Context: an optimization exercise on an open-source flow, tuned for small area. The choices shown serve that exercise and are no tape-out recipe. In this exercise RTL edits were held to simulation tests only and were not proved equivalent to the original. Power is estimated from default activity; no workload was simulated.

Design pc_crtc_top, start of the top module:
module pc_crtc_top (
   input  logic                I_CLK,
   input  logic                I_RST,
   input  logic                port30_we,
   input  logic                crtc_we,
   input  logic                adr,
   input  logic [7:0]          data,
   input  logic [7:0]          ram_data,
   input  logic                busack,
   output crtc_pkg::vram_adr_t ram_adr,
   output logic                busreq,
   output logic [3:0]          vga_r,
   output logic [3:0]          vga_g,
   output logic [3:0]          vga_b,
   output logic                vga_hs,
   output logic                vga_vs
);
Size in the first run: roughly 1700 cells after synthesis.
export LEC_CHECK = 0
export CAP_MARGIN = 20
export CORE_MARGIN = 2
export CORE_UTILIZATION = 60
export SLEW_MARGIN = 20
create_clock -name core_clock -period 4.5 [get_ports {I_CLK}]
standard.sh (not shown) runs the stock make flow with config.mk's settings and CLKGATE_MAP_FILE= SYNTH_SCRIPT=/design/flow/synth_recipe.tcl, a recipe that flattens the netlist after the stock synthesis.
==> flow/flow/run.sh <==
#!/bin/bash
set -euo pipefail
export CTS_ARGS="-sink_clustering_enable -repair_clock_nets -sink_clustering_size 20 -sink_clustering_max_diameter 50 -buf_list sky130_fd_sc_hd__clkbuf_8 -dont_use_dummy_load"
export BUFFER_PORTS_ARGS="-buffer_cell sky130_fd_sc_hd__buf_1"
bash standard.sh > standard_flow.log 2>&1
The starting point ran to the end with no violations.
==> next run, changes <==
==> flow/flow/run.sh (replaced) <==
#!/bin/bash
# The standard layout (standard.sh) with these changes:
#  - synthesis: the standard script, but ABC uses flow/area.abc
#  - CTS: no dummy loads for skew balancing, clkbuf_8 clock buffers in
#    sink clusters of at most 20
#  - port buffers: the smallest buffer cell
set -euo pipefail
here=$(pwd)
export FLOW_SYNTH_TCL="$here/synth_recipe.tcl"
export AREA_ABC_SCRIPT="$here/flow/area.abc"
export CTS_ARGS="-sink_clustering_enable -repair_clock_nets -sink_clustering_size 20 -sink_clustering_max_diameter 50 -buf_list sky130_fd_sc_hd__clkbuf_8 -dont_use_dummy_load"
export BUFFER_PORTS_ARGS="-buffer_cell sky130_fd_sc_hd__buf_1"
bash standard.sh SYNTH_SCRIPT="$here/flow/synth_area.tcl" finish > standard_flow.log 2>&1
==> flow/flow/area.abc (new file) <==
&get -n
&st
&dch
&nf
&st
&syn2
&if -g -K 6
&synch2
&nf
&st
&syn2
&if -g -K 6
&synch2
&nf
&nf -R 1000 -p
&put
==> flow/flow/synth_area.tcl (new file) <==
# The standard synthesis (synth_recipe.tcl, sourced unchanged) with one
# difference: ABC maps the combinational logic with flow/area.abc, an
# area-recovering script, instead of ORFS's speed script.  Flip-flops are
# mapped before ABC runs, so the registers are the standard synthesis's.
proc abc {args} {
  set i [lsearch -exact $args -script]
  if {$i >= 0} { lset args [expr {$i + 1}] $::env(AREA_ABC_SCRIPT) }
  yosys abc {*}$args
}
source $::env(FLOW_SYNTH_TCL)
- CORE_UTILIZATION: 60 -> 75
The new run completed with no timing, DRC or antenna violations.
Total power fell by about 0.3%.
Register-to-register slack is better by 0.23 ns.
Hold slack gets better by 0.033 ns.
Count of clock-buffer cells in the layout goes down by 2.
Sequential share of layout area goes up by 1.9 points.
Fmax goes up by 7.2%.
==> next run, changes <==
==> flow/run.sh (new file) <==
#!/bin/bash
# synth_recipe.tcl (not shown) runs the flow's synth.tcl, then flattens the netlist and writes it again
# the make line also repeats each setting of config.mk as NAME=value (left out here)
make -C /OpenROAD-flow-scripts/flow DESIGN_CONFIG=/design/flow/config.mk WORK_HOME=/design/flow/orfs CLKGATE_MAP_FILE= SYNTH_SCRIPT=/design/flow/synth_recipe.tcl finish
- CORE_UTILIZATION: 75 -> 60
- CTS_BUF_LIST: default -> sky130_fd_sc_hd__clkbuf_4
- CTS_CLUSTER_DIAMETER: default -> 35
- CTS_CLUSTER_SIZE: default -> 10
removed: flow/flow/run.sh
removed: flow/flow/area.abc
removed: flow/flow/synth_area.tcl
removed: flow/standard.sh
Effect: The changed run ran to the end with no violations; via count fell by 3.2%; non-clock buffer count goes down by 2; worst hold slack improves by 0.054 ns; sequential cell count does not change.
==> next run, changes <==
==> flow/flow/run.sh (new file) <==
#!/bin/bash
set -euo pipefail
export CTS_ARGS="-sink_clustering_enable -repair_clock_nets -sink_clustering_size 20 -sink_clustering_max_diameter 50 -buf_list sky130_fd_sc_hd__clkbuf_8 -dont_use_dummy_load"
export BUFFER_PORTS_ARGS="-buffer_cell sky130_fd_sc_hd__buf_1"
bash standard.sh > standard_flow.log 2>&1
==> flow/standard.sh (new file) <==
#!/bin/bash
# synth_recipe.tcl (not shown) runs the flow's synth.tcl, then flattens the netlist and writes it again
# the make line also repeats each setting of config.mk as NAME=value (left out here)
make -C /OpenROAD-flow-scripts/flow DESIGN_CONFIG=/design/flow/config.mk WORK_HOME=/design/flow/orfs CLKGATE_MAP_FILE= SYNTH_SCRIPT=/design/flow/synth_recipe.tcl "${@:-finish}"
- CORE_UTILIZATION: 60 -> 75
- CTS_BUF_LIST: sky130_fd_sc_hd__clkbuf_4 -> default
- CTS_CLUSTER_DIAMETER: 35 -> default
- CTS_CLUSTER_SIZE: 10 -> default
removed: flow/run.sh
Result: The new run ran to the end with no violations. Critical path depth went down by 3. Die area goes down by about 20%. Core utilization rises by 12 points. Sequential share of layout area came out higher by 3.5 points. Combinational power shrinks by about 9%. Final cell count is lower by 11%. Count of clock-buffer cells in the layout is lower by 76. Synthesized area stays the same. Power drops by about 11%. Final area shrinks by about 5%.


pc_crtc_top again, from the RTL that the note above started with.
make LEC_CHECK=0 CAP_MARGIN=20 CORE_MARGIN=2 CORE_UTILIZATION=60 CTS_BUF_LIST=sky130_fd_sc_hd__clkbuf_8 CTS_CLUSTER_DIAMETER=50 CTS_CLUSTER_SIZE=20 SLEW_MARGIN=20 finish   # period 4.5 ns
run.sh (not shown) runs the stock make flow with config.mk's settings and CLKGATE_MAP_FILE= SYNTH_SCRIPT=/design/flow/synth_recipe.tcl, a recipe that flattens the netlist after the stock synthesis.
Stock flow here: none of the scripts above is used.
The baseline finished with timing, DRC and antenna clean.
==> next run, changes <==
--- a/flow/config.mk
+++ b/flow/config.mk
@@ -9,6 +9,3 @@
 export CORE_MARGIN = 2
-export CORE_UTILIZATION = 60
-export CTS_BUF_LIST = sky130_fd_sc_hd__clkbuf_8
-export CTS_CLUSTER_DIAMETER = 50
-export CTS_CLUSTER_SIZE = 20
+export CORE_UTILIZATION = 40
 export SLEW_MARGIN = 20
Outcome: The changed run went through all stages and came out clean; power climbs by a quarter to a third; routed wire length climbs by a few percent; core utilization drops by 19 points; cell area climbs by a little under a tenth; sequential share of layout area drops by 4.7 points; setup slack is better by 110 ps; fmax climbs by a few percent; die area climbs by well over a third; synthesized area stays the same.
==> next run, changes <==
==> flow/flow/run.sh (new file) <==
#!/bin/bash
set -euo pipefail
export CTS_ARGS="-sink_clustering_enable -repair_clock_nets -sink_clustering_size 10 -sink_clustering_max_diameter 35 -buf_list sky130_fd_sc_hd__clkbuf_4 -dont_use_dummy_load"
bash standard.sh > standard_flow.log 2>&1
==> flow/standard.sh (new file) <==
#!/bin/bash
# synth_recipe.tcl (not shown) runs the flow's synth.tcl, then flattens the netlist and writes it again
# the make line also repeats each setting of config.mk as NAME=value (left out here)
make -C /OpenROAD-flow-scripts/flow DESIGN_CONFIG=/design/flow/config.mk WORK_HOME=/design/flow/orfs CLKGATE_MAP_FILE= SYNTH_SCRIPT=/design/flow/synth_recipe.tcl "${@:-finish}"
--- a/flow/config.mk
+++ b/flow/config.mk
@@ -9,3 +9,3 @@
 export CORE_MARGIN = 2
-export CORE_UTILIZATION = 40
+export CORE_UTILIZATION = 60
 export SLEW_MARGIN = 20
removed: flow/run.sh
After rerunning: Final cell count went down by 11%; worst setup slack is worse by 91 ps; critical path depth grows by 2; count of clock-buffer cells in the layout is higher by 2.


The RTL this note starts from:
==> flow/design.v <==
package crtc_pkg;
   typedef logic [9:0]  hpos_t;
   typedef logic [9:0]  vpos_t;
   typedef logic [6:0]  col_t;
   typedef logic [3:0]  cline_t;
   typedef logic [4:0]  crow_t;
   typedef logic [14:0] vram_adr_t;
   typedef struct packed {
      logic   width80;
      cline_t lpc;
      col_t   xcurs;
      crow_t  ycurs;
   } crtc_cfg_t;
   typedef struct packed {
      hpos_t  hcnt;
      vpos_t  vcnt;
      logic   hdisp;
      logic   vdisp;
      logic   hsync;
      logic   vsync;
      cline_t cline;
      crow_t  crow;
      logic   line_end;
      logic   row_end;
      logic   frame_end;
   } beam_t;
   typedef struct packed {
      logic       we;
      col_t       adr;
      logic [7:0] data;
   } rowbuf_wr_t;
   typedef struct packed {
      logic dot;
      logic hsync;
      logic vsync;
   } pix_t;
endpackage
`timescale 1ns/1ns
module pc_crtc_top (
   input  logic                I_CLK,
   input  logic                I_RST,
   input  logic                port30_we,
   input  logic                crtc_we,
   input  logic                adr,
   input  logic [7:0]          data,
   input  logic [7:0]          ram_data,
   input  logic                busack,
   output crtc_pkg::vram_adr_t ram_adr,
   output logic                busreq,
   output logic [3:0]          vga_r,
   output logic [3:0]          vga_g,
   output logic [3:0]          vga_b,
   output logic                vga_hs,
   output logic                vga_vs
);
   logic       p30_we_q;
   logic       crtc_we_q;
   logic       busack_q;
   logic       adr_q;
   logic [7:0] data_q;
   logic [7:0] rdata;
   always_ff @(posedge I_CLK or posedge I_RST) begin
      if (I_RST) begin
         p30_we_q  <= 1'b0;
         crtc_we_q <= 1'b0;
      end else begin
         p30_we_q  <= port30_we;
         crtc_we_q <= crtc_we;
      end
   end
   always_ff @(posedge I_CLK) begin
      busack_q <= busack;
      adr_q  <= adr;
      data_q <= data;
      rdata  <= ram_data;
   end
   logic       cmd_we;
   logic       par_we;
   logic [2:0] seq_q;
   logic       width80;
   logic [3:0] lpc;
   logic [6:0] xcurs;
   logic [4:0] ycurs;
   assign cmd_we = crtc_we_q && adr_q;
   assign par_we = crtc_we_q && !adr_q;
   always_ff @(posedge I_CLK or posedge I_RST) begin
      if (I_RST) begin
         seq_q   <= 3'd0;
         width80 <= 1'b0;
         lpc     <= 4'd9;
         xcurs   <= 7'd0;
         ycurs   <= 5'd0;
      end else begin
         if (p30_we_q)
            width80 <= data_q[0];
         if (cmd_we) begin
            if (data_q == 8'h00)
               seq_q <= 3'd5;
            if (data_q == 8'h80)
               ycurs <= 5'd31;
            if (data_q == 8'h81)
               seq_q <= 3'd7;
         end
         if (par_we) begin
            if (seq_q == 3'd3)
               lpc <= data_q[3:0];
            if (seq_q == 3'd7)
               xcurs <= data_q[6:0];
            if (seq_q == 3'd6)
               ycurs <= data_q[4:0];
            if (seq_q != 3'd0)
               seq_q <= (seq_q == 3'd6) ? 3'd0 : seq_q - 3'd1;
         end
      end
   end
   logic [9:0] hcnt_q;
   logic [9:0] vcnt_q;
   logic [3:0] cline_q;
   logic [4:0] crow_q;
   logic       line_end;
   logic       row_end;
   logic       frame_end;
   logic       hdisp;
   logic       vdisp;
   always_ff @(posedge I_CLK or posedge I_RST) begin
      if (I_RST) begin
         hcnt_q <= '0;
         vcnt_q <= '0;
      end else if (hcnt_q == 10'd800 - 10'd1) begin
         hcnt_q <= '0;
         vcnt_q <= (vcnt_q == 10'd525 - 10'd1) ? '0 : vcnt_q + 10'd1;
      end else begin
         hcnt_q <= hcnt_q + 10'd1;
      end
   end
   assign line_end  = (hcnt_q == 10'd640 - 10'd1);
   assign frame_end = line_end && (vcnt_q == 10'd525 - 10'd1);
   assign row_end   = line_end && vcnt_q[0] && (cline_q == lpc);
   assign hdisp     = (hcnt_q < 10'd640);
   assign vdisp     = (vcnt_q < 10'd400);
   always_ff @(posedge I_CLK or posedge I_RST) begin
      if (I_RST) begin
         cline_q <= '0;
         crow_q  <= '0;
      end else begin
         if (frame_end || row_end)
            cline_q <= '0;
         else if (line_end && vcnt_q[0])
            cline_q <= cline_q + 4'd1;
         if (frame_end)
            crow_q <= '0;
         else if (row_end)
            crow_q <= crow_q + 5'd1;
      end
   end
   logic [11:0] base_q;
   logic [6:0]  count_q;
   logic        xfer;
   assign xfer = busreq && busack_q;
   always_ff @(posedge I_CLK or posedge I_RST) begin
      if (I_RST) begin
         busreq  <= 1'b0;
         count_q <= '0;
         base_q  <= 12'(15'h7300 >> 3);
      end else if (frame_end) begin
         busreq  <= 1'b1;
         count_q <= '0;
         base_q  <= 12'(15'h7300 >> 3);
      end else if (row_end) begin
         busreq  <= 1'b1;
         count_q <= '0;
         base_q  <= base_q + 12'(15'd120 >> 3);
      end else if (xfer) begin
         count_q <= count_q + 7'd1;
         if (count_q == 7'd80 - 7'd1)
            busreq <= 1'b0;
      end
   end
   assign ram_adr = {base_q + {8'd0, count_q[6:3]}, count_q[2:0]};
   logic [4:1]      p_v;
   logic [4:1][6:0] p_col;
   logic [7:0]      rdata_d1;
   logic [7:0]      rdata_d2;
   logic [4:1]      hit;
   logic            ins_v;
   logic [4:0]      ins_g;
   logic [7:0]      wd;
   always_ff @(posedge I_CLK) begin
      p_v      <= {p_v[3:1], xfer};
      p_col    <= {p_col[3:1], count_q};
      rdata_d1 <= rdata;
      rdata_d2 <= rdata_d1;
   end
   for (genvar a = 1; a <= 4; a++) begin : g_hit
      assign hit[a] = p_v[a] && (p_col[a][1:0] == hcnt_q[1:0]);
   end
   always_comb begin
      ins_v = |hit;
      ins_g = 5'd0;
      wd    = 8'd0;
      for (int a = 1; a <= 4; a++) begin
         ins_g = ins_g | ({5{hit[a]}} & p_col[a][6:2]);
      end
      wd = ({8{hit[1]}} & ram_data) | ({8{hit[2]}} & rdata) |
           ({8{hit[3]}} & rdata_d1) | ({8{hit[4]}} & rdata_d2);
   end
   logic [19:0][7:0] rs0;
   logic [19:0][7:0] rs1;
   logic [19:0][7:0] rs2;
   logic [19:0][7:0] rs3;
   for (genvar g = 0; g < 20; g++) begin : g_ring
      always_ff @(posedge I_CLK) begin
         rs3[g] <= (ins_v && ins_g == 5'(g)) ? wd : rs0[g];
         rs2[g] <= rs3[g];
         rs1[g] <= rs2[g];
         rs0[g] <= rs1[g];
      end
   end
   logic [6:0] col_q;
   logic [7:0] xbyte;
   logic [1:0] nib_sel;
   logic [2:0] rd_ph;
   logic       rd_take;
   logic       rd_snoop;
   logic       rd_l;
   logic       rd_r;
   assign xbyte    = rs3[col_q[6:2]];
   assign nib_sel  = cline_q[2:1];
   assign rd_ph    = {1'b0, col_q[1:0]} + 3'd1;
   assign rd_take  = (hcnt_q[2:0] == rd_ph);
   assign rd_snoop = (hcnt_q[2:0] > rd_ph) && (hcnt_q[2:0] <= 3'd4) &&
                     p_v[2] && (p_col[2] == col_q);
   always_ff @(posedge I_CLK) begin
      if (rd_take) begin
         rd_l <= xbyte[{1'b0, nib_sel}];
         rd_r <= xbyte[{1'b1, nib_sel}];
      end else if (rd_snoop) begin
         rd_l <= rdata[{1'b0, nib_sel}];
         rd_r <= rdata[{1'b1, nib_sel}];
      end
   end
   logic       load;
   logic       shift_en;
   logic       show;
   logic       dot_a;
   logic       dot_b;
   logic [1:0] dot_n;
   logic       curs_q;
   logic       pix_dot;
   assign load     = (hcnt_q[2:0] == 3'd6) && (width80 || !hcnt_q[3]);
   assign shift_en = width80 || !hcnt_q[0];
   assign show     = hdisp && vdisp;
   always_ff @(posedge I_CLK) begin
      if (line_end)
         col_q <= '0;
      else if (load && hdisp)
         col_q <= col_q + 7'd1;
   end
   always_ff @(posedge I_CLK) begin
      if (load) begin
         dot_a  <= show && !cline_q[3] && rd_l;
         dot_b  <= show && !cline_q[3] && rd_r;
         dot_n  <= 2'd0;
         curs_q <= show && (col_q == xcurs) && (crow_q == ycurs);
      end else if (shift_en) begin
         dot_n <= dot_n + 2'd1;
         if (dot_n == 2'd3) begin
            dot_a <= dot_b;
            dot_b <= 1'b0;
         end
      end
   end
   logic lum_q;
   logic started;
   logic hd8;
   logic vs_low;
   assign hd8 = (hcnt_q >= 10'd8) && (hcnt_q < 10'd640 + 10'd8);
   always_ff @(posedge I_CLK)
      pix_dot <= dot_a ^ curs_q;
   always_ff @(posedge I_CLK or posedge I_RST) begin
      if (I_RST) begin
         lum_q   <= 1'b0;
         started <= 1'b0;
      end else begin
         lum_q   <= pix_dot && hd8 && vdisp;
         if (hcnt_q == 10'd8)
            started <= 1'b1;
      end
   end
   assign vga_r = {4{lum_q}};
   assign vga_g = {4{lum_q}};
   assign vga_b = {4{lum_q}};
   assign vs_low = (hcnt_q >= 10'd9) ?
                   (vcnt_q == 10'd490 || vcnt_q == 10'd490 + 10'd1) :
                   (vcnt_q == 10'd490 + 10'd1 || vcnt_q == 10'd492);
   assign vga_hs = started &&
                   !(hcnt_q >= 10'd656 + 10'd9 && hcnt_q < 10'd752 + 10'd9);
   assign vga_vs = started && !vs_low;
endmodule
==> flow/config.mk <==
export PLATFORM = sky130hd
export DESIGN_NAME = pc_crtc_top
export DESIGN_NICKNAME = pc_crtc_top
export VERILOG_FILES = /design/flow/design.v
export SDC_FILE = /design/flow/constraint.sdc
export NUM_CORES = 4
export LEC_CHECK = 0
export CAP_MARGIN = 20
export CORE_MARGIN = 2
export CORE_UTILIZATION = 80
export SLEW_MARGIN = 20
==> flow/constraint.sdc <==
create_clock -name core_clock -period 4.5 [get_ports {I_CLK}]
set_input_delay 0.9000 -clock core_clock [delete_from_list [all_inputs] [get_ports {I_CLK}]]
set_output_delay 0.9000 -clock core_clock [all_outputs]
set_load 0.01 [all_outputs]
standard.sh (not shown) runs the stock make flow with config.mk's settings and CLKGATE_MAP_FILE= SYNTH_SCRIPT=/design/flow/synth_recipe.tcl, a recipe that flattens the netlist after the stock synthesis.
==> flow/flow/run.sh <==
#!/bin/bash
# The standard layout (standard.sh) with these changes:
#  - synthesis: the standard script, but ABC uses flow/area.abc
#  - CTS: no dummy loads for skew balancing, clkbuf_8 clock buffers in
#    sink clusters of at most 20
#  - port buffers: the smallest buffer cell
set -euo pipefail
here=$(pwd)
export FLOW_SYNTH_TCL="$here/synth_recipe.tcl"
export AREA_ABC_SCRIPT="$here/flow/area.abc"
export CTS_ARGS="-sink_clustering_enable -repair_clock_nets -sink_clustering_size 20 -sink_clustering_max_diameter 50 -buf_list sky130_fd_sc_hd__clkbuf_8 -dont_use_dummy_load"
export BUFFER_PORTS_ARGS="-buffer_cell sky130_fd_sc_hd__buf_1"
bash standard.sh SYNTH_SCRIPT="$here/flow/synth_area.tcl" finish > standard_flow.log 2>&1
==> flow/flow/area.abc <==
&get -n
&st
&syn4
&dch -f
&nf -R 1000 -p
&st
&syn4
&dch -f
&nf -R 1000 -p
&put
==> flow/flow/synth_area.tcl <==
# The standard synthesis (synth_recipe.tcl, sourced unchanged) with two
# differences: ABC maps the combinational logic with flow/area.abc, an
# area-recovering script, instead of ORFS's speed script; and the buffers
# on pass-through wires are buf_1 instead of buf_4.  Flip-flops are mapped
# before ABC runs, so the registers are the standard synthesis's.
set ::env(MIN_BUF_CELL_AND_PORTS) "sky130_fd_sc_hd__buf_1 A X"
proc abc {args} {
  set i [lsearch -exact $args -script]
  if {$i >= 0} { lset args [expr {$i + 1}] $::env(AREA_ABC_SCRIPT) }
  yosys abc {*}$args
}
source $::env(FLOW_SYNTH_TCL)
The baseline passed the timing, DRC and antenna checks.
Then changed:
==> flow/flow/run.sh (replaced) <==
#!/bin/bash
set -euo pipefail
export CTS_ARGS="-sink_clustering_enable -repair_clock_nets -sink_clustering_size 20 -sink_clustering_max_diameter 50 -buf_list sky130_fd_sc_hd__clkbuf_8 -dont_use_dummy_load"
export BUFFER_PORTS_ARGS="-buffer_cell sky130_fd_sc_hd__buf_1"
export RECOVER_POWER=100
bash standard.sh > standard_flow.log 2>&1
--- a/flow/config.mk
+++ b/flow/config.mk
@@ -8,4 +8,4 @@
 export CAP_MARGIN = 20
 export CORE_MARGIN = 2
-export CORE_UTILIZATION = 80
+export CORE_UTILIZATION = 75
 export SLEW_MARGIN = 20
removed: flow/flow/area.abc
removed: flow/flow/synth_area.tcl
The changed run finished but failed the layout checks on capacitance limit, slew limit.
Synthesized cell count is lower by 7.0%.
Hold slack got worse by 0.033 ns.
Non-clock buffer count went down by 5.
Worst setup slack gets worse by 0.18 ns.
Then changed:
==> flow/flow/run.sh (replaced) <==
#!/bin/bash
# The standard layout (standard.sh) with these changes:
#  - synthesis: the standard script, but ABC uses flow/area.abc
#  - CTS: no dummy loads for skew balancing, clkbuf_8 clock buffers in
#    sink clusters of at most 20
#  - port buffers: the smallest buffer cell
set -euo pipefail
here=$(pwd)
export FLOW_SYNTH_TCL="$here/synth_recipe.tcl"
export AREA_ABC_SCRIPT="$here/flow/area.abc"
export CTS_ARGS="-sink_clustering_enable -repair_clock_nets -sink_clustering_size 20 -sink_clustering_max_diameter 50 -buf_list sky130_fd_sc_hd__clkbuf_8 -dont_use_dummy_load"
export BUFFER_PORTS_ARGS="-buffer_cell sky130_fd_sc_hd__buf_1"
bash standard.sh SYNTH_SCRIPT="$here/flow/synth_area.tcl" finish > standard_flow.log 2>&1
==> flow/flow/area.abc (new file) <==
&get -n
&st
&syn4
&dch -f
&nf -R 1000 -p
&st
&syn4
&dch -f
&nf -R 1000 -p
&put
==> flow/flow/synth_area.tcl (new file) <==
# The standard synthesis (synth_recipe.tcl, sourced unchanged) with two
# differences: ABC maps the combinational logic with flow/area.abc, an
# area-recovering script, instead of ORFS's speed script; and the buffers
# on pass-through wires are buf_1 instead of buf_4.  Flip-flops are mapped
# before ABC runs, so the registers are the standard synthesis's.
set ::env(MIN_BUF_CELL_AND_PORTS) "sky130_fd_sc_hd__buf_1 A X"
proc abc {args} {
  set i [lsearch -exact $args -script]
  if {$i >= 0} { lset args [expr {$i + 1}] $::env(AREA_ABC_SCRIPT) }
  yosys abc {*}$args
}
source $::env(FLOW_SYNTH_TCL)
Effect: The changed run produced a clean layout; final area fell by a few percent; die area fell by a little under a tenth; routed wire length increases by a little under a tenth; worst setup slack gets better by 0.22 ns; fmax came out higher by a few percent; final cell count goes up by a little under a tenth; power is higher by a few percent.
Then changed:
--- a/flow/config.mk
+++ b/flow/config.mk
@@ -8,4 +8,4 @@
 export CAP_MARGIN = 20
 export CORE_MARGIN = 2
-export CORE_UTILIZATION = 75
+export CORE_UTILIZATION = 85
 export SLEW_MARGIN = 20
=> Now the flow never finished: it broke off in 3_5_place_dp with DPL-0033. Area after synthesis stays the same. Synthesized cell count stays the same.

-- re-timing with driven ports --
The flow's constraints put no driver on any port. The routed layouts listed below were extracted and timed again, unchanged, in two steps. Step 1: set_driving_cell puts a clkbuf_16 on I_CLK and a buf_2 on each other input, an assumption about the parent block. Step 2 adds t to the input delays and takes it off the output delays; t is the mean of the earliest and latest rising clock arrival at the registers after step 1. Input paths then give back, and output paths get back, about the clock's delay inside the block. Three values: no drivers, after step 1, after step 2; two values: the first two.
| run | shift t [ns] | slack for setup (ns) | worst setup path after step 2 | clock arrival spread, ns |
|---|---|---|---|---|
| the first run of note 1 | 0.689 | 0.600 / 0.550 / 0.757 | register to register | 0.073 / 0.073 |
| the second run of note 1 | 0.623 | 0.863 / 0.813 / 0.985 | register to register | 0.091 / 0.091 |
| the third run of note 1 | 0.857 | 0.360 / 0.313 / 1.100 | register to register | 0.071 / 0.070 |
| the fourth run of note 1 | 0.631 | 0.689 / 0.689 / 0.689 | register to register | 0.073 / 0.073 |
| the first run of note 2 | 0.708 | 0.352 / 0.298 / 0.974 | register to register | 0.031 / 0.031 |
| the second run of note 2 | 0.663 | 0.461 / 0.405 / 1.025 | register to register | 0.023 / 0.023 |
| the third run of note 2 | 0.832 | 0.371 / 0.324 / 1.110 | register to register | 0.100 / 0.100 |
| the first run of note 3 | 0.623 | 0.677 / 0.627 / 0.924 | register to register | 0.085 / 0.085 |
| the second run of note 3 | 0.647 | 0.500 / 0.500 / 0.424 | input, reset recovery | 0.088 / 0.088 |
| the third run of note 3 | 0.635 | 0.721 / 0.673 / 0.826 | register to register | 0.069 / 0.068 |
For the second run of note 3, which loses most, drivers alone change the setup slack by 0.000 ns; drivers and shift together by -0.076 ns. Setup slack includes reset recovery checks.
